Context: an optimization exercise on an open-source flow, tuned for small area. The choices shown serve that exercise and are no tape-out recipe.
Only simulation tests tie the RTL to the original design; equivalence was not proved.

File: design.v
module lif_neuron_grid #(
  parameter int WIDTH    = 8,
  parameter int LAYERS   = 3,
  parameter int WEIGHT_W = 4,
  parameter int THR_W    = 6,
  parameter int ACC_W    = 8,
  parameter int REFRAC   = 2
) (
  input  logic             clk,
  input  logic             rst_n,
  input  logic             tick,
  input  logic [WIDTH-1:0] spike_in,
  input  logic             cfg_en,
  input  logic             cfg_data,
  output logic             cfg_out,
  output logic [WIDTH-1:0] spike_out,
  output logic             spike_valid
);
  localparam int CFG_W = 20;
  localparam int N     = LAYERS*WIDTH;
  localparam int CHAIN = N*CFG_W;
  localparam int NR    = 1 + 12;        
  localparam int NX    = CHAIN - NR;    
  function automatic int rpos(input int r);
    if (r == 0) rpos = 0;
    else        rpos = (N-1)*CFG_W + (r - 1);
  endfunction
  function automatic int xpos(input int x);
    if (x < (N-1)*CFG_W - 1) xpos = x + 1;
    else                     xpos = (N-1)*CFG_W + 12 + (x - ((N-1)*CFG_W - 1));
  endfunction
  logic [CHAIN-1:0] chain_q, chain_d;
  logic [NR-1:0]    cr_q, cr_d;
  logic [NX-1:0]    cx_q, cx_d;
  logic [4:0]       nsh_q;              
  logic             flushed, top_ok;
  logic [N*8-1:0]   v_q, v_d;
  logic [N-1:0]     spk;
  logic             spike_valid_q;
  logic             known_q;            
  assign flushed = nsh_q[4] & nsh_q[2];               
  assign top_ok  = nsh_q[4] | nsh_q[3];               
  always_comb begin
    chain_d = {cfg_data, chain_q[CHAIN-1:1]};
    for (int n = 0; n < N-1; n++)
      chain_d[n*CFG_W] = chain_q[n*CFG_W + 1] & flushed;
    chain_d[(N-1)*CFG_W + 11] = chain_q[(N-1)*CFG_W + 12] & top_ok;
  end
  genvar gr, gx;
  generate
    for (gr = 0; gr < NR; gr++) begin : g_cr
      assign chain_q[rpos(gr)] = cr_q[gr];
      assign cr_d[gr]          = chain_d[rpos(gr)];
    end
    for (gx = 0; gx < NX; gx++) begin : g_cx
      assign chain_q[xpos(gx)] = cx_q[gx];
      assign cx_d[gx]          = chain_d[xpos(gx)];
    end
  endgenerate
  always_ff @(posedge clk or negedge rst_n) begin
    if (!rst_n) begin
      cr_q  <= '0;
      nsh_q <= '0;
    end else if (cfg_en) begin
      cr_q  <= cr_d;
      if (!flushed) nsh_q <= nsh_q + 5'd1;
    end
  end
  always_ff @(posedge clk) begin
    if (cfg_en) cx_q <= cx_d;
  end
  always_ff @(posedge clk or negedge rst_n) begin
    if (!rst_n) begin
      spike_valid_q <= 1'b0;
      known_q       <= 1'b0;
    end else begin
      spike_valid_q <= tick & ~cfg_en;
      if (tick | cfg_en) known_q <= 1'b1;
    end
  end
  always_ff @(posedge clk) begin
    v_q <= v_d;
  end
  genvar gl, gc;
  generate
    for (gl = 0; gl < LAYERS; gl++) begin : g_layer
      logic [WIDTH-1:0] src;
      if (gl == 0) begin : g_src_in
        assign src = spike_in;
      end else begin : g_src_prev
        assign src = spk[(gl-1)*WIDTH +: WIDTH];
      end
      for (gc = 0; gc < WIDTH; gc++) begin : g_col
        localparam int NI = gl*WIDTH + gc;
        logic [7:0] vq;
        assign vq      = v_q[NI*8 +: 8];
        assign spk[NI] = ~vq[7] & vq[6] & vq[0];
        logic tap_l, tap_r, en_n;
        assign tap_l = (gc == 0)       ? 1'b0 : src[(gc == 0) ? 0 : gc-1];
        assign tap_r = (gc == WIDTH-1) ? 1'b0 : src[(gc == WIDTH-1) ? 0 : gc+1];
        assign en_n  = (NI == N-1) ? top_ok : flushed;
        if (gl == 0) begin : g_dadda
          if (gc == 0) begin : g_left_edge
            lif_neuron_left_d u_n (.v_q(vq), .cfg(chain_q[NI*CFG_W +: CFG_W]), .tap_l(tap_l),
              .tap_c(src[gc]), .tap_r(tap_r), .tick(tick), .clr(cfg_en), .en(en_n),
              .v_d(v_d[NI*8 +: 8]));
          end else if (gc == WIDTH-1) begin : g_right_edge
            lif_neuron_right_d u_n (.v_q(vq), .cfg(chain_q[NI*CFG_W +: CFG_W]), .tap_l(tap_l),
              .tap_c(src[gc]), .tap_r(tap_r), .tick(tick), .clr(cfg_en), .en(en_n),
              .v_d(v_d[NI*8 +: 8]));
          end else begin : g_mid
            lif_neuron_mid_d u_n (.v_q(vq), .cfg(chain_q[NI*CFG_W +: CFG_W]), .tap_l(tap_l),
              .tap_c(src[gc]), .tap_r(tap_r), .tick(tick), .clr(cfg_en), .en(en_n),
              .v_d(v_d[NI*8 +: 8]));
          end
        end else begin : g_col_tree
          if (gc == 0) begin : g_left_edge
            lif_neuron_left u_n (.v_q(vq), .cfg(chain_q[NI*CFG_W +: CFG_W]), .tap_l(tap_l),
              .tap_c(src[gc]), .tap_r(tap_r), .tick(tick), .clr(cfg_en), .en(en_n),
              .v_d(v_d[NI*8 +: 8]));
          end else if (gc == WIDTH-1) begin : g_right_edge
            lif_neuron_right u_n (.v_q(vq), .cfg(chain_q[NI*CFG_W +: CFG_W]), .tap_l(tap_l),
              .tap_c(src[gc]), .tap_r(tap_r), .tick(tick), .clr(cfg_en), .en(en_n),
              .v_d(v_d[NI*8 +: 8]));
          end else begin : g_mid
            lif_neuron_mid u_n (.v_q(vq), .cfg(chain_q[NI*CFG_W +: CFG_W]), .tap_l(tap_l),
              .tap_c(src[gc]), .tap_r(tap_r), .tick(tick), .clr(cfg_en), .en(en_n),
              .v_d(v_d[NI*8 +: 8]));
          end
        end
      end
    end
  endgenerate
  assign cfg_out     = chain_q[0];
  assign spike_out   = spk[N-1 -: WIDTH] & {WIDTH{known_q}};
  assign spike_valid = spike_valid_q;
endmodule
module lif_neuron_mid_d (
  input  logic [7:0]  v_q,
  input  logic [19:0] cfg,
  input  logic        tap_l,
  input  logic        tap_c,
  input  logic        tap_r,
  input  logic        tick,
  input  logic        clr,
  input  logic        en,
  output logic [7:0]  v_d
);
  logic [3:0] w_l, w_c, w_r;
  logic [5:0] thr;
  logic [1:0] leak;
  assign w_l  = cfg[3:0];
  assign w_c  = cfg[7:4];
  assign w_r  = cfg[11:8];
  assign thr  = cfg[17:12];
  assign leak = cfg[19:18];
  logic [3:0] u_l, u_c, u_r;
  assign u_l = {~(tap_l & w_l[3]), {3{tap_l}} & w_l[2:0]};
  assign u_c = {~(tap_c & w_c[3]), {3{tap_c}} & w_c[2:0]};
  assign u_r = {~(tap_r & w_r[3]), {3{tap_r}} & w_r[2:0]};
  logic [7:0] x;
  always_comb begin
    case (leak)
      2'd0:    x = v_q;
      2'd1:    x = {v_q[7], v_q[7:1]};
      2'd2:    x = {{2{v_q[7]}}, v_q[7:2]};
      default: x = {{3{v_q[7]}}, v_q[7:3]};
    endcase
  end
  logic [6:0] nx;
  assign nx = ~x[6:0];
  logic [8:0] raw;
  logic t1, t2, t3, t4, t5, t6, t7, t8, t9, t10, t11, t12, t13, t14, t15, t16, t17, t18, t19, t20, t21, t22, t23, t24, t25, t26, t27, t28, t29, t30, t31, t32, t33, t34, t35, t36, t37, t38, t39, t40, t41, t42, t43, t44, t45, t46, t47, t48, t49, t50, t51, t52, t53;
  fa u_t1 (.a(v_q[0]), .b(nx[0]), .c(u_l[0]), .s(t1), .co(t2));
  fa u_t3 (.a(v_q[1]), .b(nx[1]), .c(u_l[1]), .s(t3), .co(t4));
  fa u_t5 (.a(v_q[2]), .b(nx[2]), .c(u_l[2]), .s(t5), .co(t6));
  fa u_t7 (.a(v_q[3]), .b(nx[3]), .c(u_l[3]), .s(t7), .co(t8));
  ha u_t9 (.a(u_c[3]), .b(u_r[3]), .s(t9), .co(t10));
  ha u_t11 (.a(u_c[0]), .b(u_r[0]), .s(t11), .co(t12));
  fa u_t13 (.a(u_c[1]), .b(u_r[1]), .c(t2), .s(t13), .co(t14));
  fa u_t15 (.a(u_c[2]), .b(u_r[2]), .c(t4), .s(t15), .co(t16));
  fa u_t17 (.a(t6), .b(t7), .c(en), .s(t17), .co(t18));
  fa u_t19 (.a(v_q[4]), .b(nx[4]), .c(t8), .s(t19), .co(t20));
  ha u_t21 (.a(v_q[5]), .b(nx[5]), .s(t21), .co(t22));
  ha u_t23 (.a(v_q[6]), .b(nx[6]), .s(t23), .co(t24));
  assign t25 = ~t1;
  fa u_t26 (.a(t3), .b(t12), .c(t13), .s(t26), .co(t27));
  fa u_t28 (.a(t5), .b(t14), .c(t15), .s(t28), .co(t29));
  fa u_t30 (.a(t9), .b(t16), .c(t17), .s(t30), .co(t31));
  fa u_t32 (.a(t10), .b(t18), .c(t19), .s(t32), .co(t33));
  fa u_t34 (.a(t20), .b(t21), .c(en), .s(t34), .co(t35));
  fa u_t36 (.a(t22), .b(t23), .c(en), .s(t36), .co(t37));
  ha u_t38 (.a(t11), .b(t25), .s(t38), .co(t39));
  fa u_t40 (.a(t1), .b(t26), .c(t39), .s(t40), .co(t41));
  fa u_t42 (.a(t27), .b(t28), .c(t41), .s(t42), .co(t43));
  fa u_t44 (.a(t29), .b(t30), .c(t43), .s(t44), .co(t45));
  fa u_t46 (.a(t31), .b(t32), .c(t45), .s(t46), .co(t47));
  fa u_t48 (.a(t33), .b(t34), .c(t47), .s(t48), .co(t49));
  fa u_t50 (.a(t35), .b(t36), .c(t49), .s(t50), .co(t51));
  fa u_t52 (.a(t24), .b(t37), .c(t51), .s(t52), .co(t53));
  assign raw = {1'b1 ^ t53, t52, t50, t48, t46, t44, t42, t40, t38};
  logic [6:0] g;
  always_comb begin
    g[0] = 1'b1;
    for (int i = 0; i < 6; i++)
      g[i+1] = (raw[i] & ~thr[i]) | ((raw[i] | ~thr[i]) & g[i]);
  end
  logic thr_nz, ge, fire, in_ref, ovf_n;
  assign thr_nz = en & (|thr);
  assign ge     = ~raw[8] & (raw[7] | raw[6] | g[6]);
  assign fire   = thr_nz & ge;
  assign in_ref = ~v_q[7] & v_q[6];
  assign ovf_n  = raw[8] & ~raw[7];
  logic h, act, nr, f, q, p;
  assign h   = ~tick & ~clr;
  assign act = tick & ~clr;
  assign nr  = act & ~in_ref;
  assign f   = nr & fire;
  assign q   = nr & ~fire & thr_nz;
  assign p   = q & ~ovf_n;
  assign v_d[7]   = (h & v_q[7]) | (q & raw[8]);
  assign v_d[6]   = (h & v_q[6]) | (act & en & in_ref & v_q[0]) | f | (p & raw[6]);
  assign v_d[5:1] = ({5{h}} & v_q[5:1]) | ({5{p}} & raw[5:1]);
  assign v_d[0]   = (h & v_q[0]) | f | (p & raw[0]);
endmodule
module lif_neuron_left_d (
  input  logic [7:0]  v_q,
  input  logic [19:0] cfg,
  input  logic        tap_l,
  input  logic        tap_c,
  input  logic        tap_r,
  input  logic        tick,
  input  logic        clr,
  input  logic        en,
  output logic [7:0]  v_d
);
  logic [3:0] w_l, w_c, w_r;
  logic [5:0] thr;
  logic [1:0] leak;
  assign w_l  = cfg[3:0];
  assign w_c  = cfg[7:4];
  assign w_r  = cfg[11:8];
  assign thr  = cfg[17:12];
  assign leak = cfg[19:18];
  logic [3:0] u_l, u_c, u_r;
  assign u_l = 4'd8;
  assign u_c = {~(tap_c & w_c[3]), {3{tap_c}} & w_c[2:0]};
  assign u_r = {~(tap_r & w_r[3]), {3{tap_r}} & w_r[2:0]};
  logic [7:0] x;
  always_comb begin
    case (leak)
      2'd0:    x = v_q;
      2'd1:    x = {v_q[7], v_q[7:1]};
      2'd2:    x = {{2{v_q[7]}}, v_q[7:2]};
      default: x = {{3{v_q[7]}}, v_q[7:3]};
    endcase
  end
  logic [6:0] nx;
  assign nx = ~x[6:0];
  logic [8:0] raw;
  logic t1, t2, t3, t4, t5, t6, t7, t8, t9, t10, t11, t12, t13, t14, t15, t16, t17, t18, t19, t20, t21, t22, t23, t24, t25, t26, t27, t28, t29, t30, t31, t32, t33, t34, t35, t36, t37, t38, t39, t40, t41, t42, t43, t44, t45, t46, t47, t48, t49, t50, t51;
  ha u_t1 (.a(v_q[0]), .b(nx[0]), .s(t1), .co(t2));
  ha u_t3 (.a(v_q[1]), .b(nx[1]), .s(t3), .co(t4));
  ha u_t5 (.a(v_q[2]), .b(nx[2]), .s(t5), .co(t6));
  ha u_t7 (.a(v_q[3]), .b(nx[3]), .s(t7), .co(t8));
  ha u_t9 (.a(u_c[0]), .b(u_r[0]), .s(t9), .co(t10));
  fa u_t11 (.a(u_c[1]), .b(u_r[1]), .c(t2), .s(t11), .co(t12));
  fa u_t13 (.a(u_c[2]), .b(u_r[2]), .c(t4), .s(t13), .co(t14));
  fa u_t15 (.a(u_c[3]), .b(u_r[3]), .c(t6), .s(t15), .co(t16));
  fa u_t17 (.a(v_q[4]), .b(nx[4]), .c(en), .s(t17), .co(t18));
  ha u_t19 (.a(v_q[5]), .b(nx[5]), .s(t19), .co(t20));
  ha u_t21 (.a(v_q[6]), .b(nx[6]), .s(t21), .co(t22));
  assign t23 = ~t1;
  fa u_t24 (.a(t3), .b(t10), .c(t11), .s(t24), .co(t25));
  fa u_t26 (.a(t5), .b(t12), .c(t13), .s(t26), .co(t27));
  fa u_t28 (.a(t7), .b(t14), .c(t15), .s(t28), .co(t29));
  fa u_t30 (.a(t8), .b(t16), .c(t17), .s(t30), .co(t31));
  fa u_t32 (.a(t18), .b(t19), .c(en), .s(t32), .co(t33));
  fa u_t34 (.a(t20), .b(t21), .c(en), .s(t34), .co(t35));
  ha u_t36 (.a(t9), .b(t23), .s(t36), .co(t37));
  fa u_t38 (.a(t1), .b(t24), .c(t37), .s(t38), .co(t39));
  fa u_t40 (.a(t25), .b(t26), .c(t39), .s(t40), .co(t41));
  fa u_t42 (.a(t27), .b(t28), .c(t41), .s(t42), .co(t43));
  fa u_t44 (.a(t29), .b(t30), .c(t43), .s(t44), .co(t45));
  fa u_t46 (.a(t31), .b(t32), .c(t45), .s(t46), .co(t47));
  fa u_t48 (.a(t33), .b(t34), .c(t47), .s(t48), .co(t49));
  fa u_t50 (.a(t22), .b(t35), .c(t49), .s(t50), .co(t51));
  assign raw = {1'b1 ^ t51, t50, t48, t46, t44, t42, t40, t38, t36};
  logic [6:0] g;
  always_comb begin
    g[0] = 1'b1;
    for (int i = 0; i < 6; i++)
      g[i+1] = (raw[i] & ~thr[i]) | ((raw[i] | ~thr[i]) & g[i]);
  end
  logic thr_nz, ge, fire, in_ref, ovf_n;
  assign thr_nz = en & (|thr);
  assign ge     = ~raw[8] & (raw[7] | raw[6] | g[6]);
  assign fire   = thr_nz & ge;
  assign in_ref = ~v_q[7] & v_q[6];
  assign ovf_n  = raw[8] & ~raw[7];
  logic h, act, nr, f, q, p;
  assign h   = ~tick & ~clr;
  assign act = tick & ~clr;
  assign nr  = act & ~in_ref;
  assign f   = nr & fire;
  assign q   = nr & ~fire & thr_nz;
  assign p   = q & ~ovf_n;
  assign v_d[7]   = (h & v_q[7]) | (q & raw[8]);
  assign v_d[6]   = (h & v_q[6]) | (act & en & in_ref & v_q[0]) | f | (p & raw[6]);
  assign v_d[5:1] = ({5{h}} & v_q[5:1]) | ({5{p}} & raw[5:1]);
  assign v_d[0]   = (h & v_q[0]) | f | (p & raw[0]);
endmodule
module lif_neuron_right_d (
  input  logic [7:0]  v_q,
  input  logic [19:0] cfg,
  input  logic        tap_l,
  input  logic        tap_c,
  input  logic        tap_r,
  input  logic        tick,
  input  logic        clr,
  input  logic        en,
  output logic [7:0]  v_d
);
  logic [3:0] w_l, w_c, w_r;
  logic [5:0] thr;
  logic [1:0] leak;
  assign w_l  = cfg[3:0];
  assign w_c  = cfg[7:4];
  assign w_r  = cfg[11:8];
  assign thr  = cfg[17:12];
  assign leak = cfg[19:18];
  logic [3:0] u_l, u_c, u_r;
  assign u_l = {~(tap_l & w_l[3]), {3{tap_l}} & w_l[2:0]};
  assign u_c = {~(tap_c & w_c[3]), {3{tap_c}} & w_c[2:0]};
  assign u_r = 4'd8;
  logic [7:0] x;
  always_comb begin
    case (leak)
      2'd0:    x = v_q;
      2'd1:    x = {v_q[7], v_q[7:1]};
      2'd2:    x = {{2{v_q[7]}}, v_q[7:2]};
      default: x = {{3{v_q[7]}}, v_q[7:3]};
    endcase
  end
  logic [6:0] nx;
  assign nx = ~x[6:0];
  logic [8:0] raw;
  logic t1, t2, t3, t4, t5, t6, t7, t8, t9, t10, t11, t12, t13, t14, t15, t16, t17, t18, t19, t20, t21, t22, t23, t24, t25, t26, t27, t28, t29, t30, t31, t32, t33, t34, t35, t36, t37, t38, t39, t40, t41, t42, t43, t44, t45, t46, t47, t48, t49, t50, t51;
  ha u_t1 (.a(v_q[0]), .b(nx[0]), .s(t1), .co(t2));
  ha u_t3 (.a(v_q[1]), .b(nx[1]), .s(t3), .co(t4));
  ha u_t5 (.a(v_q[2]), .b(nx[2]), .s(t5), .co(t6));
  ha u_t7 (.a(v_q[3]), .b(nx[3]), .s(t7), .co(t8));
  ha u_t9 (.a(u_l[0]), .b(u_c[0]), .s(t9), .co(t10));
  fa u_t11 (.a(u_l[1]), .b(u_c[1]), .c(t2), .s(t11), .co(t12));
  fa u_t13 (.a(u_l[2]), .b(u_c[2]), .c(t4), .s(t13), .co(t14));
  fa u_t15 (.a(u_l[3]), .b(u_c[3]), .c(t6), .s(t15), .co(t16));
  fa u_t17 (.a(v_q[4]), .b(nx[4]), .c(en), .s(t17), .co(t18));
  ha u_t19 (.a(v_q[5]), .b(nx[5]), .s(t19), .co(t20));
  ha u_t21 (.a(v_q[6]), .b(nx[6]), .s(t21), .co(t22));
  assign t23 = ~t1;
  fa u_t24 (.a(t3), .b(t10), .c(t11), .s(t24), .co(t25));
  fa u_t26 (.a(t5), .b(t12), .c(t13), .s(t26), .co(t27));
  fa u_t28 (.a(t7), .b(t14), .c(t15), .s(t28), .co(t29));
  fa u_t30 (.a(t8), .b(t16), .c(t17), .s(t30), .co(t31));
  fa u_t32 (.a(t18), .b(t19), .c(en), .s(t32), .co(t33));
  fa u_t34 (.a(t20), .b(t21), .c(en), .s(t34), .co(t35));
  ha u_t36 (.a(t9), .b(t23), .s(t36), .co(t37));
  fa u_t38 (.a(t1), .b(t24), .c(t37), .s(t38), .co(t39));
  fa u_t40 (.a(t25), .b(t26), .c(t39), .s(t40), .co(t41));
  fa u_t42 (.a(t27), .b(t28), .c(t41), .s(t42), .co(t43));
  fa u_t44 (.a(t29), .b(t30), .c(t43), .s(t44), .co(t45));
  fa u_t46 (.a(t31), .b(t32), .c(t45), .s(t46), .co(t47));
  fa u_t48 (.a(t33), .b(t34), .c(t47), .s(t48), .co(t49));
  fa u_t50 (.a(t22), .b(t35), .c(t49), .s(t50), .co(t51));
  assign raw = {1'b1 ^ t51, t50, t48, t46, t44, t42, t40, t38, t36};
  logic [6:0] g;
  always_comb begin
    g[0] = 1'b1;
    for (int i = 0; i < 6; i++)
      g[i+1] = (raw[i] & ~thr[i]) | ((raw[i] | ~thr[i]) & g[i]);
  end
  logic thr_nz, ge, fire, in_ref, ovf_n;
  assign thr_nz = en & (|thr);
  assign ge     = ~raw[8] & (raw[7] | raw[6] | g[6]);
  assign fire   = thr_nz & ge;
  assign in_ref = ~v_q[7] & v_q[6];
  assign ovf_n  = raw[8] & ~raw[7];
  logic h, act, nr, f, q, p;
  assign h   = ~tick & ~clr;
  assign act = tick & ~clr;
  assign nr  = act & ~in_ref;
  assign f   = nr & fire;
  assign q   = nr & ~fire & thr_nz;
  assign p   = q & ~ovf_n;
  assign v_d[7]   = (h & v_q[7]) | (q & raw[8]);
  assign v_d[6]   = (h & v_q[6]) | (act & en & in_ref & v_q[0]) | f | (p & raw[6]);
  assign v_d[5:1] = ({5{h}} & v_q[5:1]) | ({5{p}} & raw[5:1]);
  assign v_d[0]   = (h & v_q[0]) | f | (p & raw[0]);
endmodule
module lif_neuron_mid (
  input  logic [7:0]  v_q,
  input  logic [19:0] cfg,
  input  logic        tap_l,
  input  logic        tap_c,
  input  logic        tap_r,
  input  logic        tick,
  input  logic        clr,
  input  logic        en,
  output logic [7:0]  v_d
);
  logic [3:0] w_l, w_c, w_r;
  logic [5:0] thr;
  logic [1:0] leak;
  assign w_l  = cfg[3:0];
  assign w_c  = cfg[7:4];
  assign w_r  = cfg[11:8];
  assign thr  = cfg[17:12];
  assign leak = cfg[19:18];
  logic [3:0] u_l, u_c, u_r;
  assign u_l = {~(tap_l & w_l[3]), {3{tap_l}} & w_l[2:0]};
  assign u_c = {~(tap_c & w_c[3]), {3{tap_c}} & w_c[2:0]};
  assign u_r = {~(tap_r & w_r[3]), {3{tap_r}} & w_r[2:0]};
  logic [7:0] x;
  always_comb begin
    case (leak)
      2'd0:    x = v_q;
      2'd1:    x = {v_q[7], v_q[7:1]};
      2'd2:    x = {{2{v_q[7]}}, v_q[7:2]};
      default: x = {{3{v_q[7]}}, v_q[7:3]};
    endcase
  end
  logic [6:0] nx;
  assign nx = ~x[6:0];
  logic [8:0] raw;
  logic t1, t2, t3, t4, t5, t6, t7, t8, t9, t10, t11, t12, t13, t14, t15, t16, t17, t18, t19, t20, t21, t22, t23, t24, t25, t26, t27, t28, t29, t30, t31, t32, t33, t34, t35, t36, t37, t38, t39, t40, t41, t42, t43, t44, t45, t46, t47, t48;
  assign t1 = ~v_q[0];
  fa u_t2 (.a(nx[0]), .b(u_l[0]), .c(u_c[0]), .s(t2), .co(t3));
  fa u_t4 (.a(u_r[0]), .b(t1), .c(t2), .s(t4), .co(t5));
  ha u_t6 (.a(v_q[1]), .b(nx[1]), .s(t6), .co(t7));
  fa u_t8 (.a(u_l[1]), .b(u_c[1]), .c(u_r[1]), .s(t8), .co(t9));
  fa u_t10 (.a(v_q[0]), .b(t3), .c(t5), .s(t10), .co(t11));
  fa u_t12 (.a(t6), .b(t8), .c(t10), .s(t12), .co(t13));
  fa u_t14 (.a(v_q[2]), .b(nx[2]), .c(u_l[2]), .s(t14), .co(t15));
  fa u_t16 (.a(u_c[2]), .b(u_r[2]), .c(t7), .s(t16), .co(t17));
  fa u_t18 (.a(t9), .b(t11), .c(t13), .s(t18), .co(t19));
  fa u_t20 (.a(t14), .b(t16), .c(t18), .s(t20), .co(t21));
  assign t22 = ~v_q[3];
  fa u_t23 (.a(nx[3]), .b(u_l[3]), .c(u_c[3]), .s(t23), .co(t24));
  fa u_t25 (.a(u_r[3]), .b(t15), .c(t17), .s(t25), .co(t26));
  fa u_t27 (.a(t19), .b(t21), .c(t22), .s(t27), .co(t28));
  fa u_t29 (.a(t23), .b(t25), .c(t27), .s(t29), .co(t30));
  fa u_t31 (.a(v_q[4]), .b(nx[4]), .c(v_q[3]), .s(t31), .co(t32));
  fa u_t33 (.a(t24), .b(t26), .c(t28), .s(t33), .co(t34));
  fa u_t35 (.a(t30), .b(t31), .c(t33), .s(t35), .co(t36));
  assign t37 = ~v_q[5];
  fa u_t38 (.a(nx[5]), .b(t32), .c(t34), .s(t38), .co(t39));
  fa u_t40 (.a(t36), .b(t37), .c(t38), .s(t40), .co(t41));
  assign t42 = ~v_q[6];
  fa u_t43 (.a(nx[6]), .b(v_q[5]), .c(t39), .s(t43), .co(t44));
  fa u_t45 (.a(t41), .b(t42), .c(t43), .s(t45), .co(t46));
  fa u_t47 (.a(v_q[6]), .b(t44), .c(t46), .s(t47), .co(t48));
  assign raw = {~(t48), t47, t45, t40, t35, t29, t20, t12, t4};
  logic [6:0] g;
  always_comb begin
    g[0] = 1'b1;
    for (int i = 0; i < 6; i++)
      g[i+1] = (raw[i] & ~thr[i]) | ((raw[i] | ~thr[i]) & g[i]);
  end
  logic thr_nz, ge, fire, in_ref, ovf_n;
  assign thr_nz = en & (|thr);
  assign ge     = ~raw[8] & (raw[7] | raw[6] | g[6]);
  assign fire   = thr_nz & ge;
  assign in_ref = ~v_q[7] & v_q[6];
  assign ovf_n  = raw[8] & ~raw[7];
  logic h, act, nr, f, q, p;
  assign h   = ~tick & ~clr;
  assign act = tick & ~clr;
  assign nr  = act & ~in_ref;
  assign f   = nr & fire;
  assign q   = nr & ~fire & thr_nz;
  assign p   = q & ~ovf_n;
  assign v_d[7]   = (h & v_q[7]) | (q & raw[8]);
  assign v_d[6]   = (h & v_q[6]) | (act & en & in_ref & v_q[0]) | f | (p & raw[6]);
  assign v_d[5:1] = ({5{h}} & v_q[5:1]) | ({5{p}} & raw[5:1]);
  assign v_d[0]   = (h & v_q[0]) | f | (p & raw[0]);
endmodule
module lif_neuron_left (
  input  logic [7:0]  v_q,
  input  logic [19:0] cfg,
  input  logic        tap_l,
  input  logic        tap_c,
  input  logic        tap_r,
  input  logic        tick,
  input  logic        clr,
  input  logic        en,
  output logic [7:0]  v_d
);
  logic [3:0] w_l, w_c, w_r;
  logic [5:0] thr;
  logic [1:0] leak;
  assign w_l  = cfg[3:0];
  assign w_c  = cfg[7:4];
  assign w_r  = cfg[11:8];
  assign thr  = cfg[17:12];
  assign leak = cfg[19:18];
  logic [3:0] u_l, u_c, u_r;
  assign u_l = 4'd8;
  assign u_c = {~(tap_c & w_c[3]), {3{tap_c}} & w_c[2:0]};
  assign u_r = {~(tap_r & w_r[3]), {3{tap_r}} & w_r[2:0]};
  logic [7:0] x;
  always_comb begin
    case (leak)
      2'd0:    x = v_q;
      2'd1:    x = {v_q[7], v_q[7:1]};
      2'd2:    x = {{2{v_q[7]}}, v_q[7:2]};
      default: x = {{3{v_q[7]}}, v_q[7:3]};
    endcase
  end
  logic [6:0] nx;
  assign nx = ~x[6:0];
  logic [8:0] raw;
  logic t1, t2, t3, t4, t5, t6, t7, t8, t9, t10, t11, t12, t13, t14, t15, t16, t17, t18, t19, t20, t21, t22, t23, t24, t25, t26, t27, t28, t29, t30, t31, t32, t33, t34, t35, t36, t37, t38, t39;
  fa u_t1 (.a(v_q[0]), .b(nx[0]), .c(u_c[0]), .s(t1), .co(t2));
  fa u_t3 (.a(u_r[0]), .b(en), .c(t1), .s(t3), .co(t4));
  ha u_t5 (.a(v_q[1]), .b(nx[1]), .s(t5), .co(t6));
  fa u_t7 (.a(u_c[1]), .b(u_r[1]), .c(t2), .s(t7), .co(t8));
  fa u_t9 (.a(t4), .b(t5), .c(t7), .s(t9), .co(t10));
  fa u_t11 (.a(v_q[2]), .b(nx[2]), .c(u_c[2]), .s(t11), .co(t12));
  fa u_t13 (.a(u_r[2]), .b(t6), .c(t8), .s(t13), .co(t14));
  fa u_t15 (.a(t10), .b(t11), .c(t13), .s(t15), .co(t16));
  fa u_t17 (.a(v_q[3]), .b(nx[3]), .c(u_c[3]), .s(t17), .co(t18));
  fa u_t19 (.a(u_r[3]), .b(t12), .c(t14), .s(t19), .co(t20));
  fa u_t21 (.a(t16), .b(t17), .c(t19), .s(t21), .co(t22));
  assign t23 = ~v_q[4];
  fa u_t24 (.a(nx[4]), .b(t18), .c(t20), .s(t24), .co(t25));
  fa u_t26 (.a(t22), .b(t23), .c(t24), .s(t26), .co(t27));
  assign t28 = ~v_q[5];
  fa u_t29 (.a(nx[5]), .b(v_q[4]), .c(t25), .s(t29), .co(t30));
  fa u_t31 (.a(t27), .b(t28), .c(t29), .s(t31), .co(t32));
  assign t33 = ~v_q[6];
  fa u_t34 (.a(nx[6]), .b(v_q[5]), .c(t30), .s(t34), .co(t35));
  fa u_t36 (.a(t32), .b(t33), .c(t34), .s(t36), .co(t37));
  fa u_t38 (.a(v_q[6]), .b(t35), .c(t37), .s(t38), .co(t39));
  assign raw = {~(t39), t38, t36, t31, t26, t21, t15, t9, t3};
  logic [6:0] g;
  always_comb begin
    g[0] = 1'b1;
    for (int i = 0; i < 6; i++)
      g[i+1] = (raw[i] & ~thr[i]) | ((raw[i] | ~thr[i]) & g[i]);
  end
  logic thr_nz, ge, fire, in_ref, ovf_n;
  assign thr_nz = en & (|thr);
  assign ge     = ~raw[8] & (raw[7] | raw[6] | g[6]);
  assign fire   = thr_nz & ge;
  assign in_ref = ~v_q[7] & v_q[6];
  assign ovf_n  = raw[8] & ~raw[7];
  logic h, act, nr, f, q, p;
  assign h   = ~tick & ~clr;
  assign act = tick & ~clr;
  assign nr  = act & ~in_ref;
  assign f   = nr & fire;
  assign q   = nr & ~fire & thr_nz;
  assign p   = q & ~ovf_n;
  assign v_d[7]   = (h & v_q[7]) | (q & raw[8]);
  assign v_d[6]   = (h & v_q[6]) | (act & en & in_ref & v_q[0]) | f | (p & raw[6]);
  assign v_d[5:1] = ({5{h}} & v_q[5:1]) | ({5{p}} & raw[5:1]);
  assign v_d[0]   = (h & v_q[0]) | f | (p & raw[0]);
endmodule
module lif_neuron_right (
  input  logic [7:0]  v_q,
  input  logic [19:0] cfg,
  input  logic        tap_l,
  input  logic        tap_c,
  input  logic        tap_r,
  input  logic        tick,
  input  logic        clr,
  input  logic        en,
  output logic [7:0]  v_d
);
  logic [3:0] w_l, w_c, w_r;
  logic [5:0] thr;
  logic [1:0] leak;
  assign w_l  = cfg[3:0];
  assign w_c  = cfg[7:4];
  assign w_r  = cfg[11:8];
  assign thr  = cfg[17:12];
  assign leak = cfg[19:18];
  logic [3:0] u_l, u_c, u_r;
  assign u_l = {~(tap_l & w_l[3]), {3{tap_l}} & w_l[2:0]};
  assign u_c = {~(tap_c & w_c[3]), {3{tap_c}} & w_c[2:0]};
  assign u_r = 4'd8;
  logic [7:0] x;
  always_comb begin
    case (leak)
      2'd0:    x = v_q;
      2'd1:    x = {v_q[7], v_q[7:1]};
      2'd2:    x = {{2{v_q[7]}}, v_q[7:2]};
      default: x = {{3{v_q[7]}}, v_q[7:3]};
    endcase
  end
  logic [6:0] nx;
  assign nx = ~x[6:0];
  logic [8:0] raw;
  logic t1, t2, t3, t4, t5, t6, t7, t8, t9, t10, t11, t12, t13, t14, t15, t16, t17, t18, t19, t20, t21, t22, t23, t24, t25, t26, t27, t28, t29, t30, t31, t32, t33, t34, t35, t36, t37, t38, t39;
  fa u_t1 (.a(v_q[0]), .b(nx[0]), .c(u_l[0]), .s(t1), .co(t2));
  fa u_t3 (.a(u_c[0]), .b(en), .c(t1), .s(t3), .co(t4));
  ha u_t5 (.a(v_q[1]), .b(nx[1]), .s(t5), .co(t6));
  fa u_t7 (.a(u_l[1]), .b(u_c[1]), .c(t2), .s(t7), .co(t8));
  fa u_t9 (.a(t4), .b(t5), .c(t7), .s(t9), .co(t10));
  fa u_t11 (.a(v_q[2]), .b(nx[2]), .c(u_l[2]), .s(t11), .co(t12));
  fa u_t13 (.a(u_c[2]), .b(t6), .c(t8), .s(t13), .co(t14));
  fa u_t15 (.a(t10), .b(t11), .c(t13), .s(t15), .co(t16));
  fa u_t17 (.a(v_q[3]), .b(nx[3]), .c(u_l[3]), .s(t17), .co(t18));
  fa u_t19 (.a(u_c[3]), .b(t12), .c(t14), .s(t19), .co(t20));
  fa u_t21 (.a(t16), .b(t17), .c(t19), .s(t21), .co(t22));
  assign t23 = ~v_q[4];
  fa u_t24 (.a(nx[4]), .b(t18), .c(t20), .s(t24), .co(t25));
  fa u_t26 (.a(t22), .b(t23), .c(t24), .s(t26), .co(t27));
  assign t28 = ~v_q[5];
  fa u_t29 (.a(nx[5]), .b(v_q[4]), .c(t25), .s(t29), .co(t30));
  fa u_t31 (.a(t27), .b(t28), .c(t29), .s(t31), .co(t32));
  assign t33 = ~v_q[6];
  fa u_t34 (.a(nx[6]), .b(v_q[5]), .c(t30), .s(t34), .co(t35));
  fa u_t36 (.a(t32), .b(t33), .c(t34), .s(t36), .co(t37));
  fa u_t38 (.a(v_q[6]), .b(t35), .c(t37), .s(t38), .co(t39));
  assign raw = {~(t39), t38, t36, t31, t26, t21, t15, t9, t3};
  logic [6:0] g;
  always_comb begin
    g[0] = 1'b1;
    for (int i = 0; i < 6; i++)
      g[i+1] = (raw[i] & ~thr[i]) | ((raw[i] | ~thr[i]) & g[i]);
  end
  logic thr_nz, ge, fire, in_ref, ovf_n;
  assign thr_nz = en & (|thr);
  assign ge     = ~raw[8] & (raw[7] | raw[6] | g[6]);
  assign fire   = thr_nz & ge;
  assign in_ref = ~v_q[7] & v_q[6];
  assign ovf_n  = raw[8] & ~raw[7];
  logic h, act, nr, f, q, p;
  assign h   = ~tick & ~clr;
  assign act = tick & ~clr;
  assign nr  = act & ~in_ref;
  assign f   = nr & fire;
  assign q   = nr & ~fire & thr_nz;
  assign p   = q & ~ovf_n;
  assign v_d[7]   = (h & v_q[7]) | (q & raw[8]);
  assign v_d[6]   = (h & v_q[6]) | (act & en & in_ref & v_q[0]) | f | (p & raw[6]);
  assign v_d[5:1] = ({5{h}} & v_q[5:1]) | ({5{p}} & raw[5:1]);
  assign v_d[0]   = (h & v_q[0]) | f | (p & raw[0]);
endmodule
module fa (
  input  logic a,
  input  logic b,
  input  logic c,
  output logic s,
  output logic co
);
  assign s  = a ^ b ^ c;
  assign co = (a & b) | (a & c) | (b & c);
endmodule
module ha (
  input  logic a,
  input  logic b,
  output logic s,
  output logic co
);
  assign s  = a ^ b;
  assign co = a & b;
endmodule
File: flow/run.sh
#!/bin/bash
# The standard layout (standard.sh: ORFS synthesis through finish, unchanged), with
# one change to clock-tree synthesis: no dummy loads, clkbuf_16 only, and sink clusters of
# up to 40 flip-flops within 70 um. Every tool's output goes to logs in this folder.
set -euo pipefail
export CTS_ARGS="-sink_clustering_enable -repair_clock_nets -dont_use_dummy_load -sink_clustering_size 40 -sink_clustering_max_diameter 70 -buf_list sky130_fd_sc_hd__clkbuf_16"
bash standard.sh > standard.log 2>&1
File: standard.sh
#!/bin/bash
# synth_recipe.tcl (not shown) runs the flow's synth.tcl, then flattens the netlist and writes it again
# the make line also repeats each setting of config.mk as NAME=value (left out here)
make -C /OpenROAD-flow-scripts/flow DESIGN_CONFIG=/design/flow/config.mk WORK_HOME=/design/flow/orfs CLKGATE_MAP_FILE= SYNTH_SCRIPT=/design/flow/synth_recipe.tcl "${@:-finish}"
File: config.mk
export PLATFORM = sky130hd
export DESIGN_NAME = lif_neuron_grid
export DESIGN_NICKNAME = lif_neuron_grid
export VERILOG_FILES = /design/flow/design.v
export SDC_FILE = /design/flow/constraint.sdc
export NUM_CORES = 4
export LEC_CHECK = 0
export CAP_MARGIN = 20
export CORE_MARGIN = 2
export CORE_UTILIZATION = 75
export SLEW_MARGIN = 20
export SYNTH_HIERARCHICAL = 1
File: constraint.sdc
create_clock -name core_clock -period 7.5 [get_ports {clk}]
set_input_delay 1.5000 -clock core_clock [delete_from_list [all_inputs] [get_ports {clk}]]
set_output_delay 1.5000 -clock core_clock [all_outputs]
set_load 0.01 [all_outputs]
==> results_dict.tcl <==
set metrics [dict create \
    wl_per_cell_microns 20.9 \
    grt_start_max_net_pins 114 \
    antenna_found_initial 1 \
    postPlaceCellArea_sq_um 42900 \
    root_buffer "clkbuf_16" \
    first_global_vias 26900 \
    hold_end "cx_q[43]" \
    design_area_sq_um 44300 \
    max_freq_mhz 136 \
    vias_per_cell 6.42 \
    grt_pass1_wl_microns 137000 \
    yosys_warnings 13 \
    nets 3790 \
    htreeDepth 2 \
    dr.pass1.iters 5 \
    layout_common_cells "477 x fa_1, 467 x edfxtp_1, 251 x inv_1" \
    fin_crit_ns 7.37 \
    clock-sinks 679 \
    slew_violations 0 \
    rows 86 \
    finClkSkew_ns 0.0552 \
    finalHoldViolations 0 \
    initialDrtViolationCount 1849 \
    finalWirelength_microns 82200 \
    syn_avg_cell_area_sq_um 13.3 \
    layout_commonest_cell "fa_1" \
    postRouteAntennaNets 0 \
    clockBufferDepth 3 \
    synth_area_sq_um 41300 \
    hpwl_microns 59300 \
    cts_tree "built" \
    finalSetupViolCount 0 \
    r2r_slack_ns 0.13 \
    gp_congestion 0.882 \
    maxCapViolCount 0 \
    die-area_sq_um 57000 \
    crit_path_max_fanout 7 \
    drive_gt1_share_pct 11.9 \
    startpoint_type "flip-flop" \
    dieHeight_microns 239 \
    synth_cells 3112 \
    core_area_sq_um 54800 \
    grtUsageTotal_pct 30.0 \
    fin_crit_sh_pct 98.3 \
    vias 25300 \
    regToRegStartpoint "cx_q[297]" \
    rr_endpoint "v_q[116]" \
    cts_hold_buf 0 \
    io_pins 23 \
    drc 0 \
    endpoint_kind "flip-flop" \
    floorplan.initialDensity_pct 75.5 \
    hold_depth 0 \
    path_class "reg2reg" \
    grt-ovfl-total 0 \
    area_growth_pct 7.11 \
    worst_pin_slew_ns 1.00 \
    io_buffers 22 \
    min_path_type "reg2reg" \
    arrival_ns 7.88 \
    die_w_microns 239 \
    status "timing/DRC/antenna clean" \
    cp.required_ns 8.01 \
    slew_headroom_pct 32.8 \
    synthesis.nets 3668 \
    clkTransAtPathRegs_ns 0.11 \
    clock_latency_ns 0.61 \
    r2r_cells 20 \
    cts_made_buffers 39 \
    min-delay-start "cx_q[44]" \
]
repair_timing:
action,4_1_cts,5_1_grt
pin swaps,0,15
endpoints found under the setup margin,28,77
gates resized for setup,6,44
buffers inserted,0,29
stage by stage:
step                      util (%)  std cells  hold WS (ns)  worst slack, ns  TNS [ns]
after floorplan                  -       3112         0.400            0.269         0
final                         80.8       3937         0.416            0.130         0
after CTS                     80.2       3906         0.421          0.00278         0
after detailed placement      78.3       3867         0.405           -0.118     -1.44
after global routing          80.8       3936         0.433          -0.0608    -0.349
after global placement        78.3       3867         0.402            0.108         0
flip-flops by register name, indices dropped and copies added, names as in the netlist:
name / flops
known_q: 1
nsh_q: 5
cr_q: 13
spike_valid_q: 1
cx_q: 467
v_q: 192
worst max-delay path: stages (launching register included):
cell      delay, ns
edfxtp_1       0.41
buf_4          0.16
mux2i_1        0.11
nor2_1         0.18
a21oi_2        0.07
fa_1           0.50
fa_1           0.40
fa_1           0.46
fa_1           0.39
fa_1           0.46
fa_1           0.40
fa_1           0.51
fa_2           0.36
fa_1           0.46
fa_1           0.46
fa_1           0.45
fa_1           0.49
o31ai_2        0.30
o31ai_1        0.13
nor2_2         0.31
a32o_1         0.25
area by class of cell:
cell class,count,area [sq um]
fill,3080,10500
antenna,1,2.50
tap,704,881
inverter,258,971
multi-input combinational,2121,21900
timing repair buffer,135,1120
sequential,679,18400
clock buffer,39,976
metal layers:
metal	global-route usage, %	up-vias	part of all wire [%]
met5	0	-	0
met4	8.11	0	2.3
met3	3.50	142	4.7
met2	49.7	736	50
met1	43.0	13000	43
li1	-	11400	-
worst max-delay path by stage:
stage / start / to / slack (ns) / depth (start not counted)
finish: cx_q[297] / v_q[116] / 0.13 / 20
global route: cx_q[297] / v_q[116] / -0.06 / 20
CTS: cx_q[297] / v_q[118] / 0.003 / 18
detailed placement: v_q[78] / v_q[138] / -0.12 / 18
global placement: v_q[78] / v_q[144] / 0.11 / 19
floorplan: cx_q[257] / v_q[100] / 0.27 / 18

-- separate check: timing with driven ports --
How much do the figures lean on ideal ports? The routed layout below was timed once more, with nothing changed but the port constraints.
Step 1: set_driving_cell puts a clkbuf_16 on clk and a buf_2 on each other input, an assumption about the parent block.
Step 2 moves the port delays by t, midway between the first and last clock arrival at a register: inputs arrive t later, outputs are due t later. That takes back most of the time a late clock gives input paths.
Three values: no drivers, after step 1, after step 2; two values: the first two.
shift t [ns]: 0.646
setup slack, ns: 0.130 / 0.130 / -0.043
worst setup path at the end: input to register
latest minus earliest clock arrival (ns): 0.055 / 0.056
worst data-port slew with drivers (ns): 0.07
With both steps, setup timing fails in this run, where it was met with ideal ports. The setup slack of this run moves by 0.000 ns with the drivers and by -0.173 ns with both steps.
